This design comes from an exercise in tuning for small area, a short achievable clock period and few clock cycles on the open sky130 flow, not from production work.
RTL that was checked went through simulation tests only; none was proved equivalent to the original.
Only the layout flow was run in run 2; the RTL was not checked for function there.
Power is estimated from default activity; no workload was simulated.

`flow/config.mk`:
```
export PLATFORM = sky130hd
export DESIGN_NAME = lc4_core
export DESIGN_NICKNAME = lc4_core
export VERILOG_FILES = /design/flow/design.v
export SDC_FILE = /design/flow/constraint.sdc
export NUM_CORES = 4
export LEC_CHECK = 0
export CAP_MARGIN = 20
export CORE_MARGIN = 2
export CORE_UTILIZATION = 40
export SLEW_MARGIN = 20
```
`flow/constraint.sdc`:
```
create_clock -name core_clock -period 4.6 [get_ports {gwe}]
set_input_delay 0.9200 -clock core_clock [delete_from_list [all_inputs] [get_ports {gwe}]]
set_output_delay 0.9200 -clock core_clock [all_outputs]
set_load 0.01 [all_outputs]
```
`flow/design.v`:
```
`timescale 1ns/1ps
`default_nettype none
module lc4_fetch (
  input  wire        gwe,
  input  wire        i_rst_n,
  input  wire        i_flush,       
  input  wire [15:0] i_target,      
  input  wire [15:0] i_imem_data,   
  output wire [15:0] o_imem_addr,
  output reg  [15:0] o_d_pc,
  output reg  [15:0] o_d_insn,
  output reg         o_d_valid
);
  localparam [15:0] rst_pc   = 16'h8200;   
  localparam [15:0] nop_insn = 16'h0000;   
  reg  [15:0] pc_q;
  wire [15:0] pc_next;
  assign pc_next     = i_flush ? i_target : pc_q + 16'd1;
  assign o_imem_addr = pc_q;
  always @(posedge gwe) begin
    if (!i_rst_n) begin
      pc_q      <= rst_pc;
      o_d_valid <= 1'b0;
    end else begin
      pc_q      <= pc_next;
      o_d_valid <= !i_flush;   
    end
  end
  always @(posedge gwe) begin
    o_d_pc   <= pc_q;
    o_d_insn <= i_flush ? nop_insn : i_imem_data;
  end
endmodule
`default_nettype wire
`timescale 1ns/1ps
`default_nettype none
module lc4_decoder (
  input  wire [15:0] i_insn,
  input  wire        i_valid,
  output reg  [12:0] o_ctrl
);
  localparam [3:0] op_br    = 4'b0000;   
  localparam [3:0] op_arith = 4'b0001;   
  localparam [3:0] op_logic = 4'b0101;   
  localparam [3:0] op_const = 4'b1001;   
  localparam [1:0] sub_add  = 2'b00;
  localparam [1:0] sub_sub  = 2'b10;     
  reg writes;   
  reg is_branch;
  always @(*) begin
    writes    = 1'b0;
    is_branch = 1'b0;
    case (i_insn[15:12])
      op_br:    is_branch = i_valid;
      op_arith: writes = i_insn[5] || i_insn[4:3] == sub_add || i_insn[4:3] == sub_sub;
      op_logic: writes = 1'b1;   
      op_const: writes = 1'b1;
      default:  writes = 1'b0;   
    endcase
    o_ctrl = {i_insn[8:6],           
              i_insn[2:0],           
              i_insn[11:9],          
              i_valid && writes,     
              i_valid && writes,     
              is_branch,
              i_valid};
  end
endmodule
`default_nettype wire
`timescale 1ns/1ps
`default_nettype none
module lc4_regfile (
  input  wire        gwe,
  input  wire        i_rst_n,
  input  wire [2:0]  i_rs_sel,
  input  wire [2:0]  i_rt_sel,
  input  wire        i_wb_valid,   
  input  wire        i_wb_we,
  input  wire [2:0]  i_wb_wsel,
  input  wire [15:0] i_wb_result,
  output wire [15:0] o_rs_data,
  output wire [15:0] o_rt_data
);
  reg  [15:0] regs [0:7];   
  wire        wr_en;
  integer     i;
  assign wr_en = i_wb_valid && i_wb_we;
  always @(posedge gwe) begin
    if (!i_rst_n) begin
      for (i = 0; i < 8; i = i + 1) regs[i] <= 16'd0;
    end else if (wr_en) begin
      regs[i_wb_wsel] <= i_wb_result;
    end
  end
  assign o_rs_data = (wr_en && i_wb_wsel == i_rs_sel) ? i_wb_result : regs[i_rs_sel];
  assign o_rt_data = (wr_en && i_wb_wsel == i_rt_sel) ? i_wb_result : regs[i_rt_sel];
endmodule
`default_nettype wire
`timescale 1ns/1ps
`default_nettype none
module lc4_alu (
  input  wire [15:0] i_insn,
  input  wire [15:0] i_pc,
  input  wire [15:0] i_rs,
  input  wire [15:0] i_rt,
  output reg  [15:0] o_result,
  output wire [15:0] o_target    
);
  localparam [3:0] op_arith = 4'b0001;
  localparam [3:0] op_logic = 4'b0101;
  localparam [3:0] op_const = 4'b1001;
  localparam [1:0] sub_add  = 2'b00;
  localparam [1:0] sub_sub  = 2'b10;
  localparam [1:0] sub_and  = 2'b00;
  localparam [1:0] sub_not  = 2'b01;
  localparam [1:0] sub_or   = 2'b10;
  wire [15:0] imm5_sext;
  wire [15:0] imm9_sext;
  assign imm5_sext = {{11{i_insn[4]}}, i_insn[4:0]};
  assign imm9_sext = {{7{i_insn[8]}}, i_insn[8:0]};
  assign o_target  = i_pc + 16'd1 + imm9_sext;
  always @(*) begin
    o_result = 16'd0;
    case (i_insn[15:12])
      op_arith: begin
        if (i_insn[5]) o_result = i_rs + imm5_sext;   
        else if (i_insn[4:3] == sub_add) o_result = i_rs + i_rt;
        else if (i_insn[4:3] == sub_sub) o_result = i_rs - i_rt;
      end
      op_logic: begin
        if (i_insn[5]) o_result = i_rs & imm5_sext;   
        else begin
          case (i_insn[4:3])
            sub_and: o_result = i_rs & i_rt;
            sub_not: o_result = ~i_rs;
            sub_or:  o_result = i_rs | i_rt;
            default: o_result = i_rs ^ i_rt;   
          endcase
        end
      end
      op_const: o_result = imm9_sext;
      default:  o_result = 16'd0;   
    endcase
  end
endmodule
`default_nettype wire
`timescale 1ns/1ps
`default_nettype none
module lc4_execute (
  input  wire        gwe,
  input  wire        i_rst_n,
  input  wire [15:0] i_d_pc,
  input  wire [15:0] i_d_insn,
  input  wire [12:0] i_d_ctrl,
  input  wire [15:0] i_rs_data,
  input  wire [15:0] i_rt_data,
  input  wire [56:0] i_m,        
  input  wire [56:0] i_w,        
  input  wire [2:0]  i_nzp,      
  output wire [56:0] o_x,
  output wire        o_flush,
  output wire [15:0] o_target
);
  localparam [15:0] nop_insn = 16'h0000;
  reg  [15:0] x_pc;
  reg  [15:0] x_insn;
  reg  [12:0] x_ctrl;
  reg  [15:0] x_rs_data;
  reg  [15:0] x_rt_data;
  wire [15:0] rs_byp;
  wire [15:0] rt_byp;
  wire [15:0] alu_out;
  wire [2:0]  x_nzp;
  wire [2:0]  br_nzp;
  wire        m_valid  = i_m[56];
  wire        m_we     = i_m[23];
  wire [2:0]  m_wsel   = i_m[22:20];
  wire [15:0] m_result = i_m[19:4];
  wire        m_nzp_we = i_m[3];
  wire [2:0]  m_nzp    = i_m[2:0];
  wire        w_valid  = i_w[56];
  wire        w_we     = i_w[23];
  wire [2:0]  w_wsel   = i_w[22:20];
  wire [15:0] w_result = i_w[19:4];
  wire        w_nzp_we = i_w[3];
  wire [2:0]  w_nzp    = i_w[2:0];
  always @(posedge gwe) begin
    x_pc      <= i_d_pc;
    x_rs_data <= i_rs_data;
    x_rt_data <= i_rt_data;
    if (!i_rst_n || o_flush) begin   
      x_ctrl <= 13'd0;
      x_insn <= nop_insn;
    end else begin
      x_ctrl <= i_d_ctrl;
      x_insn <= i_d_insn;
    end
  end
  assign rs_byp = (m_valid && m_we && m_wsel == x_ctrl[12:10]) ? m_result :
                  (w_valid && w_we && w_wsel == x_ctrl[12:10]) ? w_result : x_rs_data;
  assign rt_byp = (m_valid && m_we && m_wsel == x_ctrl[9:7]) ? m_result :
                  (w_valid && w_we && w_wsel == x_ctrl[9:7]) ? w_result : x_rt_data;
  lc4_alu u_alu (
    .i_insn   (x_insn),
    .i_pc     (x_pc),
    .i_rs     (rs_byp),
    .i_rt     (rt_byp),
    .o_result (alu_out),
    .o_target (o_target)
  );
  assign x_nzp = alu_out[15] ? 3'b100 : (alu_out == 16'd0) ? 3'b010 : 3'b001;
  assign br_nzp = (m_valid && m_nzp_we) ? m_nzp :
                  (w_valid && w_nzp_we) ? w_nzp : i_nzp;
  assign o_flush = x_ctrl[0] && x_ctrl[1] && |(x_insn[11:9] & br_nzp);
  assign o_x = {x_ctrl[0], x_pc, x_insn, x_ctrl[3], x_ctrl[6:4], alu_out, x_ctrl[2], x_nzp};
endmodule
`default_nettype wire
`timescale 1ns/1ps
`default_nettype none
module lc4_writeback (
  input  wire        gwe,
  input  wire        i_rst_n,
  input  wire [56:0] i_x,     
  output reg  [56:0] o_m,     
  output reg  [56:0] o_w,     
  output reg  [2:0]  o_nzp    
);
  always @(posedge gwe) begin
    o_m <= i_x;
    o_w <= o_m;
    if (!i_rst_n) begin
      o_m[56] <= 1'b0;
      o_m[23] <= 1'b0;
      o_m[3]  <= 1'b0;
      o_w[56] <= 1'b0;
      o_w[23] <= 1'b0;
      o_w[3]  <= 1'b0;
    end
  end
  always @(posedge gwe) begin
    if (!i_rst_n) begin
      o_nzp <= 3'd0;
    end else if (o_w[56] && o_w[3]) begin
      o_nzp <= o_w[2:0];
    end
  end
endmodule
`default_nettype wire
`timescale 1ns/1ps
`default_nettype none
module lc4_core (
  input  wire        gwe,
  input  wire        i_rst_n,
  input  wire [15:0] i_imem_data,
  output wire [15:0] o_imem_addr,
  output wire        o_retire_valid,
  output wire [15:0] o_retire_pc,
  output wire [15:0] o_retire_insn,
  output wire        o_retire_regfile_we,
  output wire [2:0]  o_retire_wsel,
  output wire [15:0] o_retire_result,
  output wire        o_retire_nzp_we,
  output wire [2:0]  o_retire_nzp
);
  wire [15:0] d_pc;
  wire [15:0] d_insn;
  wire        d_valid;
  wire [12:0] d_ctrl;
  wire [15:0] rs_data;
  wire [15:0] rt_data;
  wire [56:0] x_res;
  wire [56:0] m_res;
  wire [56:0] w_res;
  wire [2:0]  nzp;
  wire        flush;       
  wire [15:0] br_target;
  lc4_fetch u_fetch (
    .gwe         (gwe),
    .i_rst_n     (i_rst_n),
    .i_flush     (flush),
    .i_target    (br_target),
    .i_imem_data (i_imem_data),
    .o_imem_addr (o_imem_addr),
    .o_d_pc      (d_pc),
    .o_d_insn    (d_insn),
    .o_d_valid   (d_valid)
  );
  lc4_decoder u_decoder (.i_insn(d_insn), .i_valid(d_valid), .o_ctrl(d_ctrl));
  lc4_regfile u_regfile (
    .gwe         (gwe),
    .i_rst_n     (i_rst_n),
    .i_rs_sel    (d_ctrl[12:10]),
    .i_rt_sel    (d_ctrl[9:7]),
    .i_wb_valid  (w_res[56]),
    .i_wb_we     (w_res[23]),
    .i_wb_wsel   (w_res[22:20]),
    .i_wb_result (w_res[19:4]),
    .o_rs_data   (rs_data),
    .o_rt_data   (rt_data)
  );
  lc4_execute u_execute (
    .gwe (gwe), .i_rst_n (i_rst_n),
    .i_d_pc (d_pc), .i_d_insn (d_insn), .i_d_ctrl (d_ctrl),
    .i_rs_data (rs_data), .i_rt_data (rt_data),
    .i_m (m_res), .i_w (w_res), .i_nzp (nzp),
    .o_x (x_res), .o_flush (flush), .o_target (br_target)
  );
  lc4_writeback u_writeback (
    .gwe (gwe), .i_rst_n (i_rst_n), .i_x (x_res),
    .o_m (m_res), .o_w (w_res), .o_nzp (nzp)
  );
  assign o_retire_valid      = w_res[56];
  assign o_retire_pc         = w_res[55:40];
  assign o_retire_insn       = w_res[39:24];
  assign o_retire_regfile_we = w_res[23];
  assign o_retire_wsel       = w_res[22:20];
  assign o_retire_result     = w_res[19:4];
  assign o_retire_nzp_we     = w_res[3];
  assign o_retire_nzp        = w_res[2:0];
endmodule
`default_nettype wire
```
`flow/run.sh`:
```
#!/bin/bash
# synth_recipe.tcl (not shown) runs the flow's synth.tcl, then flattens the netlist and writes it again
# the make line also repeats each setting of config.mk as NAME=value (left out here)
make -C /OpenROAD-flow-scripts/flow DESIGN_CONFIG=/design/flow/config.mk WORK_HOME=/design/flow/orfs CLKGATE_MAP_FILE= SYNTH_SCRIPT=/design/flow/synth_recipe.tcl finish
```
==> reports/metrics.json, run 1 <==
{
  "synth_flop_cell": {"value": "dfxtp_1"},
  "synth_fp_nets": {"value": 1724},
  "max_cap_viol_count": {"value": 0},
  "top_family_by_delay_on_critical_path": {"value": "simple AND/OR/NAND/NOR gates"},
  "die_width": {"value": 212.3, "unit": "um"},
  "fillers": {"value": 3899},
  "startpoint_kind_of_the_worst_setup_timing_path": {"value": "flop"},
  "final_period_minus_worst_setup_slack": {"value": 4.396, "unit": "ns"},
  "syn_area": {"value": 17350, "unit": "um^2"},
  "diodes": {"value": 0},
  "registers_with_the_most_flip_flops": {"value": "u_regfile.regs: 128 flops, u_writeback.o_m: 53 flops, u_writeback.o_w: 53 flops"},
  "holdCritStartpoint": {"value": "u_writeback.o_m[46]$_DFF_P_"},
  "most_frequent_standard_cell_in_the_layout_excluding_fill_and_tap_cells": {"value": "dfxtp_1"},
  "worst_clock_skew": {"value": 0.01210, "unit": "ns"},
  "cp_cell_sequence": {"value": "xor2_1 > or4_4 > buf_6 > o21ai_0 > inv_1 > ha_1 > inv_1 > a31oi_1 > a21oi_1 > nor2b_1 > xnor2_1 > a21oi_1 > o211ai_1 > or4_1 > nor4_4 > and4bb_1"},
  "grt_max_degree": {"value": 52},
  "type_of_the_worst_setup_path": {"value": "flop to flop"},
  "cp_slowest_cell": {"value": "or4_1"},
  "synthTopCellsByArea": {"value": "dfxtp_1 (26%), edfxtp_1 (22%), mux4_2 (8.4%)"},
  "synthesized_netlist_cell_count": {"value": 1623},
  "share_clk_of_total_power": {"value": 0.410},
  "power.share.sequential": {"value": 0.446},
  "max_flop_register": {"value": "u_regfile.regs"},
  "global_route.overflow_total": {"value": 0},
  "fp-row-count": {"value": 76},
  "cts_num_sinks": {"value": 353},
  "synth.avg_cell_area": {"value": 10.69, "unit": "um^2"},
  "start_util": {"value": 0.4037},
  "timing.critical_path.from": {"value": "u_writeback.o_m[34]$_DFF_P_"},
  "worst_pin_slew": {"value": 1.004, "unit": "ns"},
  "synth_sequential_area_ratio": {"value": 0.4811},
  "drt_iter0_drc": {"value": 1101},
  "place_congestion": {"value": 0.9482},
  "ant_nets": {"value": 0},
  "cts_tree": {"value": "built"},
  "grt_pass1_wl": {"value": 73.42, "unit": "mm"},
  "grt.total_usage": {"value": 0.2145},
  "worst_endpoint_required_time": {"value": 5.09, "unit": "ns"},
  "regToRegStartpoint": {"value": "u_writeback.o_m[34]$_DFF_P_"},
  "total_internal_power": {"value": 5866, "unit": "uW"},
  "final_cell_mix": {"value": "dfxtp_1 (217), and2_1 (156), nand2_1 (146), edfxtp_1 (128), o21ai_0 (93)"},
  "ys_ff_latch": {"value": 353},
  "numCtsBuffers": {"value": 40},
  "hold_violations": {"value": 0},
  "highest_clock_frequency_the_design_can_meet": {"value": 227.5, "unit": "MHz"},
  "detailroute.via_count": {"value": 12527},
  "synthDominantCellAreaShare": {"value": 0.2596},
  "timing.final.max_slew_violations": {"value": 0},
  "async_flop_share": {"value": 0},
  "core": {"value": 42980, "unit": "um^2"},
  "post-layout-total-power": {"value": 7879, "unit": "uW"},
  "maxSlewHeadroom": {"value": 0.3304},
  "post-dp-hpwl": {"value": 34.05, "unit": "mm"},
  "worst_ep_arrival_time": {"value": 4.89, "unit": "ns"},
  "insertion_delay_of_the_later_clocked_pin_in_the_worst_skew_pair": {"value": 0.55, "unit": "ns"},
  "postRouteWirelength": {"value": 47.63, "unit": "mm"},
  "yosysWarningCount": {"value": 6},
  "comb_power_share": {"value": 0.144},
  "route.detailed.vias_per_inst": {"value": 5.310},
  "status": {"value": "timing/DRC/antenna clean"},
  "chipHeight": {"value": 212.3, "unit": "um"},
  "post_route_cells_drive_above_1_share": {"value": 0.1516},
  "yosys.area.top_type": {"value": "dfxtp_1"},
  "detail_route.wl_per_cell": {"value": 20.19, "unit": "um"},
  "floorplan.die_area": {"value": 45060, "unit": "um^2"},
  "drt_pass1_iterations": {"value": 6},
  "ir_drop": {"value": 0.2337, "unit": "mV"},
  "post_cts_hold_buffer_count": {"value": 0},
  "ys_types": {"value": 71},
  "min-delay-path-class": {"value": "flop to flop"},
  "timing.final.crit_share": {"value": 0.9556},
  "port_buffer_count": {"value": 90},
  "io_pins": {"value": 91},
  "synthToLayoutAreaGrowth": {"value": 19.71, "unit": "%"},
  "clockRootBuffer": {"value": "clkbuf_16"},
  "cp_max_fo": {"value": 22},
  "finalSetupViolCount": {"value": 0},
  "netSwitchingPower": {"value": 2013, "unit": "uW"},
  "clock_path_buffers": {"value": 3},
  "synth_edf_count": {"value": 128},
  "cts.clk_slew.worst_paths": {"value": 0.06, "unit": "ns"},
  "cp_slowest_stage_delay": {"value": 0.59, "unit": "ns"},
  "switching_share": {"value": 0.2554},
  "static-leakage-power": {"value": 0.008344, "unit": "uW"},
  "clock_tree.htree_level_count": {"value": 2},
  "cp-end-kind": {"value": "flop"},
  "worstPathBufferInverterCount": {"value": 3},
  "remaining_design_rule_violation_count": {"value": 0},
  "antenna_found_initial": {"value": 1},
  "fin_worst_hold_slack": {"value": 0.3229, "unit": "ns"},
  "nNetsFinal": {"value": 1846},
  "first_global_vias": {"value": 12508},
  "power_density": {"value": 379.3, "unit": "nW/um^2"},
  "largest_reg_flops": {"value": 128}
}
==> cells by family (layout without fill, tap and decap cells) <==
logic type               Yosys count  in the layout  share of synthesized area
AND/OR/NAND/NOR                  529            529                     0.1564
flip-flops                       353            353                     0.4811
AO/OA/AOI/OAI                    301            301                     0.1092
buffers and inverters            165            316                    0.03858
multiplexers                     123            123                     0.1180
adder cells (fa/ha/maj)           83             83                    0.06158
XOR/XNOR                          69             69                    0.03526
==> stage by stage <==
stage	instances	setup TNS [ns]	util	setup slack, ns	cell area, um^2
after floorplan	1623	0	-	0.01543	17370
after global placement	2283	0	0.4481	0.1172	19260
after detailed placement	2283	0	0.4481	0.02864	19260
after CTS	2354	0	0.4793	0.005778	20600
after global routing	2359	-0.04043	0.4833	-0.03650	20770
final	2359	0	0.4833	0.2041	20770
==> power groups by stage <==
stage	registers (uW)	clock network (uW)	logic, uW
finish	3510	3230	1140
global route	3530	3450	1240
CTS	3510	3300	1100
detailed placement	3580	0	1090
global placement	3580	0	1090
floorplan	3520	0	728
==> path summary, 6_finish.rpt <==
check | slack [ns] | cells past startpoint | to
hold / removal | 0.32 | 0 | u_writeback.o_w[46]$_DFF_P_
setup / recovery | 0.20 | 16 | u_writeback.o_m[1]$_SDFF_PP0_
setup reg to reg | 0.20 | 16 | u_writeback.o_m[1]$_SDFF_PP0_
hold reg to reg | 0.32 | 0 | u_writeback.o_w[46]$_DFF_P_
==> cell usage after synthesis (4+ instances only) <==
| master | instances |
|---|---|
| nand2_1 | 146 |
| nand4_1 | 6 |
| o21ai_0 | 106 |
| nor2_1 | 90 |
| inv_1 | 60 |
| or3_1 | 4 |
| and3_1 | 27 |
| mux2i_1 | 56 |
| a211oi_1 | 15 |
| o21a_1 | 4 |
| dfxtp_1 | 225 |
| nor2b_1 | 7 |
| nor3_1 | 21 |
| a31oi_1 | 18 |
| ha_1 | 79 |
| a221oi_1 | 10 |
| o21bai_1 | 7 |
| buf_4 | 8 |
| a21oi_1 | 65 |
| mux4_2 | 65 |
| edfxtp_1 | 128 |
| o211a_1 | 11 |
| or4_1 | 5 |
| or2_2 | 5 |
| xnor2_1 | 36 |
| buf_2 | 4 |
| fa_1 | 4 |
| clkbuf_1 | 79 |
| buf_1 | 10 |
| and2_1 | 156 |
| o211ai_1 | 8 |
| a22oi_1 | 6 |
| a21o_1 | 12 |
| xor2_1 | 32 |
| nand3_1 | 25 |
| nand2b_1 | 15 |
| nor4_1 | 7 |
==> layer usage <==
metal  vias to the layer above  wire length, um  global-route usage
li1                       6030                -                   -
met1                      6057            21070              0.2920
met3                        80             2877             0.03796
met5                         -               13                   0
met4                         2             1150             0.06583
met2                       358            22510              0.3490
==> worst reg2reg max path: stages, from the launching register on <==
cell and delay (ns):
dfxtp_1 0.34, xor2_1 0.19, or4_4 0.57, buf_6 0.20, o21ai_0 0.52, inv_1 0.19, ha_1 0.40, inv_1 0.13
a31oi_1 0.05, a21oi_1 0.22, nor2b_1 0.20, xnor2_1 0.08, a21oi_1 0.14, o211ai_1 0.13, or4_1 0.59, nor4_4 0.16
and4bb_1 0.23
==> cell type report <==
type                            count  area [um^2]  share of cell area
Clock buffer                       51         1104             0.05312
Multi-Input combinational cell   1105         8499              0.4091
Sequential cell                   353         8358              0.4023
Tap cell                          585        732.0             0.03523
Clock inverter                     20        237.7             0.01144
Inverter                           62        232.7             0.01120
Timing Repair Buffer              183         1610             0.07752
==> timing repair <==
item	in CTS	in global routing
setup buffers	0	5
endpoints found under the setup margin	0	5
resized for setup	0	39
Testbench counts, summed over its fixed seeds: cycles 28,380.
==> inputs of run 2 (changes only) <==
==> flow/design.v (replaced) <==
`timescale 1ns/1ps
`default_nettype none
module lc4_core (
  input  wire        gwe,
  input  wire        i_rst_n,
  input  wire [15:0] i_imem_data,
  output wire [15:0] o_imem_addr,
  output wire        o_retire_valid,
  output wire [15:0] o_retire_pc,
  output wire [15:0] o_retire_insn,
  output wire        o_retire_regfile_we,
  output wire [2:0]  o_retire_wsel,
  output wire [15:0] o_retire_result,
  output wire        o_retire_nzp_we,
  output wire [2:0]  o_retire_nzp
);
  localparam [15:0] rst_pc = 16'h8200;
  reg         r_valid;
  reg  [15:0] r_pc;
  reg  [15:0] r_insn;
  reg  [15:0] r_result;
  reg         r_taken;    
  reg  [2:0]  nzp_q;      
  reg  [15:0] regs [0:7];
  wire [15:0] r_imm9 = {{7{r_insn[8]}}, r_insn[8:0]};
  wire [15:0] pc = r_pc + 16'd1 + (r_taken ? r_imm9 : 16'd0);
  assign o_imem_addr = pc;
  wire       r_writes = r_insn[15:12] == 4'b1001 || r_insn[15:12] == 4'b0101 ||
                        (r_insn[15:12] == 4'b0001 && (r_insn[5] || !r_insn[3]));
  wire [2:0] r_nzp    = r_result[15] ? 3'b100 : (r_result == 16'd0) ? 3'b010 : 3'b001;
  wire [2:0] nzp      = (r_valid && r_writes) ? r_nzp : nzp_q;
  wire [15:0] insn = i_imem_data;
  wire [3:0]  op   = insn[15:12];
  wire [2:0]  rd   = insn[11:9];
  wire [15:0] rs_v = regs[insn[8:6]];
  wire [15:0] rt_v = regs[insn[2:0]];
  wire [15:0] imm5 = {{11{insn[4]}}, insn[4:0]};
  wire [15:0] imm9 = {{7{insn[8]}}, insn[8:0]};
  wire        writes = op == 4'b1001 || op == 4'b0101 ||
                       (op == 4'b0001 && (insn[5] || !insn[3]));
  wire        taken  = op == 4'b0000 && |(rd & nzp);
  wire        is_sub = !insn[5] && insn[4];
  wire [15:0] b      = insn[5] ? imm5 : rt_v;
  wire [15:0] sum    = rs_v + (is_sub ? ~b : b) + {15'd0, is_sub};
  reg  [15:0] logic_v;
  always @(*) begin
    case ({insn[5], insn[4:3]})
      3'b000:  logic_v = rs_v & rt_v;
      3'b001:  logic_v = ~rs_v;
      3'b010:  logic_v = rs_v | rt_v;
      3'b011:  logic_v = rs_v ^ rt_v;
      default: logic_v = rs_v & imm5;
    endcase
  end
  wire [15:0] result = op[3] ? imm9 : op[2] ? logic_v : sum;
  wire        we = i_rst_n && writes;
  wire [15:0] wd = i_rst_n ? result : 16'd0;   
  integer i;
  always @(posedge gwe) begin
    for (i = 0; i < 8; i = i + 1)
      if (!i_rst_n || (we && rd == i)) regs[i] <= wd;
  end
  always @(posedge gwe) begin
    if (!i_rst_n) begin
      r_valid <= 1'b0;
      r_pc    <= rst_pc - 16'd1;
      r_taken <= 1'b0;
      nzp_q   <= 3'b000;
    end else begin
      r_valid <= 1'b1;
      r_pc    <= pc;
      r_taken <= taken;
      nzp_q   <= nzp;
    end
  end
  always @(posedge gwe) begin
    r_insn   <= insn;
    r_result <= result;
  end
  assign o_retire_valid      = r_valid;
  assign o_retire_pc         = r_pc;
  assign o_retire_insn       = r_insn;
  assign o_retire_regfile_we = r_writes;
  assign o_retire_wsel       = r_insn[11:9];
  assign o_retire_result     = r_result;
  assign o_retire_nzp_we     = r_writes;
  assign o_retire_nzp        = r_nzp;
endmodule
`default_nettype wire
==> reports/metrics.json, run 2 <==
{
  "finalSetupViolCount": {"value": 0, "change": "unchanged"},
  "post_route_cells_drive_above_1_share": {"value": 0.2370, "change": "was 0.1516"},
  "ir_drop": {"value": 0.2786, "unit": "mV", "change": "was 0.2337 mV"},
  "timing.final.crit_share": {"value": 0.9704, "change": "was 0.9556"},
  "setup_tns": {"value": 0, "unit": "ns", "change": "unchanged"},
  "io_pins": {"value": 91, "change": "unchanged"},
  "timing.final.max_slew_violations": {"value": 0, "change": "unchanged"},
  "highest_clock_frequency_the_design_can_meet": {"value": 224.0, "unit": "MHz", "change": "was 227.5 MHz"},
  "synthDominantCellAreaShare": {"value": 0.3673, "change": "was 0.2596"},
  "async_flop_share": {"value": 0, "change": "unchanged"},
  "diodes": {"value": 0, "change": "unchanged"},
  "post-dp-hpwl": {"value": 24.88, "unit": "mm", "change": "was 34.05 mm"},
  "post-layout-total-power": {"value": 5350, "unit": "uW", "change": "was 7879 uW"},
  "gr_busiest_metal": {"value": "met2", "change": "unchanged"},
  "min-delay-path-class": {"value": "flop to flop", "change": "unchanged"},
  "dp_slack": {"value": -0.8054, "unit": "ns", "change": "was 0.02864 ns"},
  "max_flop_register": {"value": "regs", "change": "was u_regfile.regs"},
  "fin_area": {"value": 13800, "unit": "um^2", "change": "was 20770 um^2"},
  "synth.top_cells.by_count": {"value": "edfxtp_1 (128), nor2_1 (80), a21oi_1 (69), nand2_1 (65), o21ai_0 (60)", "change": "was dfxtp_1 (225), and2_1 (156), nand2_1 (146), edfxtp_1 (128), o21ai_0 (106)"},
  "chipHeight": {"value": 165.8, "unit": "um", "change": "was 212.3 um"},
  "clock_tree.htree_level_count": {"value": 4, "change": "was 2"},
  "status": {"value": "timing/DRC/antenna clean", "change": "unchanged"},
  "insertion_delay_of_the_later_clocked_pin_in_the_worst_skew_pair": {"value": 0.44, "unit": "ns", "change": "was 0.55 ns"},
  "hold_violations": {"value": 0, "change": "unchanged"},
  "grt_pass1_wl": {"value": 51.89, "unit": "mm", "change": "was 73.42 mm"},
  "startpoint_kind_of_the_worst_setup_timing_path": {"value": "input pin", "change": "was flop"},
  "cp_max_fo": {"value": 8, "change": "was 22"},
  "largest_reg_flops": {"value": 128, "change": "unchanged"},
  "grt_max_degree": {"value": 48, "change": "was 52"},
  "port_buffer_count": {"value": 90, "change": "unchanged"},
  "drt_iter0_drc": {"value": 983, "change": "was 1101"},
  "core": {"value": 25840, "unit": "um^2", "change": "was 42980 um^2"},
  "synth_flop_cell": {"value": "edfxtp_1", "change": "was dfxtp_1"},
  "numCtsBuffers": {"value": 17, "change": "was 40"},
  "fin_util": {"value": 0.5341, "change": "was 0.4833"},
  "place_congestion": {"value": 0.9301, "change": "was 0.9482"},
  "post_cts_hold_buffer_count": {"value": 0, "change": "unchanged"},
  "worst_clock_skew": {"value": 0.01804, "unit": "ns", "change": "was 0.01210 ns"},
  "cts_num_sinks": {"value": 181, "change": "was 353"},
  "worst_pin_slew": {"value": 0.7732, "unit": "ns", "change": "was 1.004 ns"},
  "fp-row-count": {"value": 59, "change": "was 76"},
  "worst_endpoint_required_time": {"value": 4.79, "unit": "ns", "change": "was 5.09 ns"},
  "postRouteWirelength": {"value": 34.07, "unit": "mm", "change": "was 47.63 mm"},
  "yosys.cell_count.top_type": {"value": "edfxtp_1", "change": "was dfxtp_1"},
  "cts_tree": {"value": "built", "change": "unchanged"},
  "ant_nets": {"value": 0, "change": "unchanged"},
  "yosys.area.top_type": {"value": "edfxtp_1", "change": "was dfxtp_1"},
  "globalRouteMet2Util": {"value": 0.3989, "change": "was 0.3490"},
  "timing.final.ws_setup": {"value": 0.1361, "unit": "ns", "change": "was 0.2041 ns"},
  "grt_use_met1": {"value": 0.3293, "change": "was 0.2920"},
  "cp-end-kind": {"value": "flop", "change": "unchanged"},
  "drt_pass1_iterations": {"value": 6, "change": "unchanged"},
  "ys_types": {"value": 81, "change": "was 71"},
  "die_width": {"value": 165.8, "unit": "um", "change": "was 212.3 um"},
  "synth_sequential_area_ratio": {"value": 0.4687, "change": "was 0.4811"},
  "global_route.overflow_total": {"value": 0, "change": "unchanged"},
  "synth.avg_cell_area": {"value": 10.41, "unit": "um^2", "change": "was 10.69 um^2"},
  "synth_fp_nets": {"value": 1070, "change": "was 1724"},
  "most_frequent_standard_cell_in_the_layout_excluding_fill_and_tap_cells": {"value": "buf_4", "change": "was dfxtp_1"},
  "type_of_the_worst_setup_path": {"value": "input pin to flop", "change": "was flop to flop"},
  "synthTopCellsByArea": {"value": "edfxtp_1 (37%), dfxtp_1 (10%), ha_1 (5.4%)", "change": "was dfxtp_1 (26%), edfxtp_1 (22%), mux4_2 (8.4%)"},
  "clockRootBuffer": {"value": "clkbuf_16", "change": "unchanged"},
  "remaining_design_rule_violation_count": {"value": 0, "change": "unchanged"},
  "max_cap_viol_count": {"value": 0, "change": "unchanged"},
  "syn_area": {"value": 10470, "unit": "um^2", "change": "was 17350 um^2"},
  "final_period_minus_worst_setup_slack": {"value": 4.464, "unit": "ns", "change": "was 4.396 ns"},
  "nNetsFinal": {"value": 1318, "change": "was 1846"},
  "placed_cell_area": {"value": 13060, "unit": "um^2", "change": "was 19260 um^2"},
  "synth_edf_count": {"value": 128, "change": "unchanged"},
  "first_global_vias": {"value": 8868, "change": "was 12508"},
  "clock_path_buffers": {"value": 2, "change": "was 3"},
  "ys_ff_latch": {"value": 181, "change": "was 353"},
  "cts.clk_slew.worst_paths": {"value": 0.08, "unit": "ns", "change": "was 0.06 ns"},
  "static-leakage-power": {"value": 0.005612, "unit": "uW", "change": "was 0.008344 uW"},
  "grt.total_usage": {"value": 0.2436, "change": "was 0.2145"},
  "met3_usage": {"value": 0.03837, "change": "was 0.03796"},
  "detail_route.wl_per_cell": {"value": 21.28, "unit": "um", "change": "was 20.19 um"},
  "maxSlewHeadroom": {"value": 0.4712, "change": "was 0.3304"},
  "antenna_found_initial": {"value": 0, "change": "was 1"},
  "power_density": {"value": 387.7, "unit": "nW/um^2", "change": "was 379.3 nW/um^2"},
  "yosysWarningCount": {"value": 2, "change": "was 6"},
  "detailroute.via_count": {"value": 9156, "change": "was 12527"},
  "route.detailed.vias_per_inst": {"value": 5.719, "change": "was 5.310"},
  "synthToLayoutAreaGrowth": {"value": 31.87, "unit": "%", "change": "was 19.71%"},
  "floorplan.die_area": {"value": 27470, "unit": "um^2", "change": "was 45060 um^2"},
  "final_cell_mix": {"value": "buf_4 (191), edfxtp_1 (128), clkdlybuf4s50_1 (83), nor2_1 (78), a21oi_1 (68)", "change": "was dfxtp_1 (217), and2_1 (156), nand2_1 (146), edfxtp_1 (128), o21ai_0 (93)"},
  "start_util": {"value": 0.4050, "change": "was 0.4037"},
  "synthesized_netlist_cell_count": {"value": 1005, "change": "was 1623"},
  "worst_ep_arrival_time": {"value": 4.66, "unit": "ns", "change": "was 4.89 ns"}
}
-- run 2: routing by layer --
| metal | routed length (um) | up-vias | part of all wire |
|---|---|---|---|
| met5 | 0 | - | 0 |
| met4 | 1088 | 0 | 0.032 |
| met3 | 2395 | 66 | 0.070 |
| met2 | 15800 | 407 | 0.46 |
| met1 | 14780 | 4402 | 0.43 |
| li1 | - | 4281 | - |
-- run 2: power breakdown --
part	switching, uW	internal [uW]
clock network	779	759
registers	103	1950
logic	870	885
-- run 2: area by class of cell --
| class | count | area (um^2) |
|---|---|---|
| clock inverters | 15 | 214.0 |
| flip-flops and latches | 181 | 4908 |
| inverters | 48 | 180.2 |
| repair buffers | 288 | 2455 |
| well taps | 335 | 419.2 |
| fillers | 2288 | 12040 |
| multi-input cells | 717 | 5199 |
| clock buffers | 17 | 425.4 |
-- run 2: final timing paths --
check	endpoint	depth (start not counted)	slack (ns)	startpoint
worst max-delay path	regs[6][10]$_DFFE_PP_	18	0.14	i_imem_data[8]
worst min-delay path	nzp_q[1]$_SDFF_PN0_	2	0.50	nzp_q[1]$_SDFF_PN0_
worst max register to register	regs[6][12]$_DFFE_PP_	18	0.75	regs[2][1]$_DFFE_PP_
worst min register to register	nzp_q[1]$_SDFF_PN0_	2	0.50	nzp_q[1]$_SDFF_PN0_
-- run 2: kinds of logic (layout without fill, tap and decap cells) --
kind of cell               count (synthesis)  after routing  share of synthesized area
AOI/OAI and AO/OA                        304            304                     0.2043
buffers and inverters                    107            368                    0.04400
xor gates and xnor gates                  38             38                    0.03180
muxes                                     52             52                    0.06337
DFF                                      181            181                     0.4687
and+or+nand+nor                          276            276                     0.1302
adders and majority gates                 47             47                    0.05763
-- run 2: stage by stage --
step	instances	hold slack, ns
after floorplan	1005	0.4608
after global placement	1566	0.4742
after detailed placement	1566	0.4951
after CTS	1599	0.5128
after global routing	1601	0.5291
final	1601	0.5025
-- run 2: critical path, stage by stage --
cell             delay, ns
clkdlybuf4s50_1       0.39
buf_4                 0.16
and2b_1               0.20
a22o_1                0.19
a221o_1               0.33
o22ai_1               0.20
inv_1                 0.07
ha_1                  0.28
nor2b_1               0.16
o21ai_2               0.16
a21boi_2              0.09
or2_2                 0.29
a31o_2                0.27
a21o_1                0.18
a21oi_1               0.17
xor2_1                0.31
a211oi_4              0.12
buf_12                0.15
-- run 2: what timing repair did --
item,CTS,global route
buffers inserted,1,2
pin swaps,2,4
gates resized for setup,12,16
setup endpoints to repair,59,67

==> static timing again, ports no longer ideal <==
The results above use ideal ports. As a check the final layouts listed here were re-extracted and re-timed, cells and wires unchanged.
Step 1 assumes that a clkbuf_16 drives the clock port and a buf_2 every other input.
Step 2 moves the port delays by t, midway between the first and last clock arrival at a register: inputs arrive t later, outputs are due t later. That takes back most of the time a late clock gives input paths.
a / b / c = ideal ports / drivers / drivers and shift; a / b = the first two.
| run | t, ns | setup WS [ns] | hold slack, ns |
|---|---|---|---|
| run 1 | 0.599 | 0.204 / 0.204 / 0.204 | 0.323 / 0.323 / 0.323 |
| run 2 | 0.485 | 0.136 / 0.135 / -0.321 | 0.502 / 0.502 / 0.502 |
Met with ideal ports but missed after step 2: setup timing in run 2. For run 2, which loses most, drivers alone change the setup slack by -0.001 ns; drivers and shift together by -0.457 ns.
